Source: an optimization exercise on an open RTL-to-GDS flow (aim: small area, a short achievable clock period and few clock cycles). Production flows keep margins and buffers that such runs may drop. Function was checked by simulation only, so behaviour that the tests miss may differ from the original. No activity file was given, so power comes from the tool's default toggle rates.

==> module modular_exponentiation, before the edit <==
module modular_exponentiation #(
	parameter int OPERAND_BITS = 32
) (
	input  logic        clk,
	input  logic        arst_n,
	input  logic        s_tvalid,
	output logic        s_tready,
	input  logic [95:0] s_tdata,
	output logic        m_tvalid,
	input  logic        m_tready,
	output logic [31:0] m_tdata,
	output logic        m_tuser
);
	localparam int W = OPERAND_BITS;
	typedef enum logic [2:0] {
		S_IDLE = 3'd0,
		S_CHK  = 3'd1,
		S_SKIP = 3'd2,
		S_RUN  = 3'd3,
		S_DONE = 3'd4,
		S_OUT  = 3'd5
	} seq_state_t;
	seq_state_t   state_q;
	logic [W-1:0] mod_q;
	logic [W-1:0] acc_q;
	logic [W-1:0] r_q;
	logic         bit_q;
	logic         sq_q;
	logic [4:0]   cnt_q;
	logic [4:0]   eidx_q;
	logic         err_q;
	logic [W-1:0] in_b;
	logic [W-1:0] in_e;
	logic [W-1:0] step;
	logic         ebit;
	logic         last;
	assign in_b = s_tdata[31:0];
	assign in_e = s_tdata[63:32];
	assign ebit = in_e[eidx_q];
	assign last = (cnt_q == 5'd0);
	mexp_unit #(
		.W(W)
	) u_unit (
		.bit_i(bit_q),
		.r_i  (r_q),
		.a_i  (acc_q),
		.m_i  (mod_q),
		.y_o  (step)
	);
	always_ff @(posedge clk) begin
		mod_q <= s_tdata[95:64];
	end
	always_ff @(posedge clk or negedge arst_n) begin
		if (!arst_n) begin
			state_q <= S_IDLE;
		end else begin
			unique case (state_q)
				S_IDLE: begin
					if (s_tvalid) begin
						state_q <= S_CHK;
					end
				end
				S_CHK: begin
					if (mod_q == '0 || in_e == '0) begin
						state_q <= S_DONE;
					end else begin
						state_q <= S_SKIP;
					end
				end
				S_SKIP: begin
					if (ebit) begin
						state_q <= S_RUN;
					end
				end
				S_RUN: begin
					if (last && !(sq_q && ebit) && eidx_q == 5'd0) begin
						state_q <= S_DONE;
					end
				end
				S_DONE: begin
					state_q <= S_OUT;
				end
				S_OUT: begin
					if (m_tready) begin
						state_q <= s_tvalid ? S_CHK : S_IDLE;
					end
				end
				default: begin
					state_q <= S_IDLE;
				end
			endcase
		end
	end
	always_ff @(posedge clk) begin
		if (state_q == S_RUN && !last) begin
			r_q <= step;
		end else begin
			r_q <= '0;
		end
	end
	always_ff @(posedge clk) begin
		unique case (state_q)
			S_CHK: begin
				err_q  <= (mod_q == '0);
				acc_q  <= (mod_q == '0) ? W'(0) : W'(1);
				eidx_q <= 5'd31;
			end
			S_SKIP: begin
				sq_q  <= 1'b0;
				cnt_q <= 5'd31;
				bit_q <= in_b[W-1];
				if (!ebit) begin
					eidx_q <= eidx_q - 5'd1;
				end
			end
			S_RUN: begin
				if (!last) begin
					cnt_q <= cnt_q - 5'd1;
					bit_q <= sq_q ? acc_q[cnt_q - 5'd1] : in_b[cnt_q - 5'd1];
				end else begin
					acc_q <= step;
					cnt_q <= 5'd31;
					if (sq_q && ebit) begin
						sq_q  <= 1'b0;
						bit_q <= in_b[W-1];
					end else begin
						sq_q   <= 1'b1;
						bit_q  <= step[W-1];
						eidx_q <= eidx_q - 5'd1;
					end
				end
			end
			default: begin
			end
		endcase
	end
	assign s_tready = (state_q == S_DONE);
	assign m_tvalid = (state_q == S_OUT);
	assign m_tdata  = acc_q;
	assign m_tuser  = err_q;
endmodule
Settings: LEC_CHECK=0, CAP_MARGIN=20, CORE_MARGIN=2, CORE_UTILIZATION=40, SETUP_SLACK_MARGIN=2.7, SLEW_MARGIN=20, TNS_END_PERCENT=100; clock period 7.0 ns.
standard.sh (not shown) runs the stock make flow with config.mk's settings and CLKGATE_MAP_FILE= SYNTH_SCRIPT=/design/flow/synth_recipe.tcl, a recipe that flattens the netlist after the stock synthesis.
==> flow/flow/run.sh <==
#!/bin/bash
# layout flow: the standard one, except that the port buffers (every input and output port still
# gets one) are the platform's smallest plain buffer instead of the delay buffer buffer_ports picks
bash standard.sh "BUFFER_PORTS_ARGS=-buffer_cell sky130_fd_sc_hd__buf_1" finish > standard.log 2>&1
Testbench counts at the start, summed over its fixed seeds: cycles 282,571.
Rerun with:
--- a/flow/design.v
+++ b/flow/design.v
@@ -372,10 +372,11 @@
 	typedef enum logic [2:0] {
 		S_IDLE = 3'd0,
 		S_CHK  = 3'd1,
 		S_SKIP = 3'd2,
 		S_RUN  = 3'd3,
+		S_FRST = 3'd6,
 		S_DONE = 3'd4,
 		S_OUT  = 3'd5
 	} seq_state_t;
 	seq_state_t   state_q;
 	logic [W-1:0] mod_q;
@@ -424,16 +425,23 @@
 						state_q <= S_SKIP;
 					end
 				end
 				S_SKIP: begin
 					if (ebit) begin
-						state_q <= S_RUN;
+						state_q <= S_FRST;
 					end
 				end
+				S_FRST: begin
+					state_q <= S_RUN;
+				end
 				S_RUN: begin
-					if (last && !(sq_q && ebit) && eidx_q == 5'd0) begin
-						state_q <= S_DONE;
+					if (last) begin
+						if (!(sq_q && ebit) && eidx_q == 5'd0) begin
+							state_q <= S_DONE;
+						end else begin
+							state_q <= S_FRST;
+						end
 					end
 				end
 				S_DONE: begin
 					state_q <= S_OUT;
 				end
@@ -447,12 +455,14 @@
 				end
 			endcase
 		end
 	end
 	always_ff @(posedge clk) begin
-		if (state_q == S_RUN && !last) begin
+		if (state_q == S_RUN) begin
 			r_q <= step;
+		end else if (state_q == S_FRST && (sq_q ? acc_q[W-1] : in_b[W-1])) begin
+			r_q <= acc_q;
 		end else begin
 			r_q <= '0;
 		end
 	end
 	always_ff @(posedge clk) begin
@@ -462,29 +472,28 @@
 				acc_q  <= (mod_q == '0) ? W'(0) : W'(1);
 				eidx_q <= 5'd31;
 			end
 			S_SKIP: begin
 				sq_q  <= 1'b0;
-				cnt_q <= 5'd31;
-				bit_q <= in_b[W-1];
 				if (!ebit) begin
 					eidx_q <= eidx_q - 5'd1;
 				end
 			end
+			S_FRST: begin
+				cnt_q <= 5'd30;
+				bit_q <= sq_q ? acc_q[W-2] : in_b[W-2];
+			end
 			S_RUN: begin
 				if (!last) begin
 					cnt_q <= cnt_q - 5'd1;
 					bit_q <= sq_q ? acc_q[cnt_q - 5'd1] : in_b[cnt_q - 5'd1];
 				end else begin
 					acc_q <= step;
-					cnt_q <= 5'd31;
 					if (sq_q && ebit) begin
 						sq_q  <= 1'b0;
-						bit_q <= in_b[W-1];
 					end else begin
 						sq_q   <= 1'b1;
-						bit_q  <= step[W-1];
 						eidx_q <= eidx_q - 5'd1;
 					end
 				end
 			end
 			default: begin
Effect: The changed run passed the timing, DRC and antenna checks; sequential share of layout area is higher by 0.79 points; non-clock buffer count fell by 2; total power fell by 7.6%; wire length shrinks by 6.2%; fmax rose by 4.2%.
Testbench counts after the change, summed over its fixed seeds: cycles 282,571.

==> afterwards: timing with drivers on the ports <==
Ports are ideal in the flow. The routed layouts listed here were re-timed in OpenROAD.
Step 1, drivers: a clkbuf_16 drives clk and a buf_2 each remaining input, both assumed.
Step 2, shift: input delay + t, output delay - t, t = (earliest + latest rising clock arrival at the registers) / 2. This alone moves slack from input paths to output paths.
Slacks: ideal ports / drivers / drivers and shift; pairs: ideal ports / drivers.
run	shift t [ns]	setup slack, ns	worst setup path at the end	slew at the worst register clock pin (ns)	worst data-port slew with drivers (ns)
the first run	0.416	2.682 / 2.682 / 2.682	register to register	0.09 / 0.09	0.05
the second run	0.419	2.857 / 2.857 / 2.857	register to register	0.08 / 0.08	0.05
After both steps setup and hold are still met in every run listed.
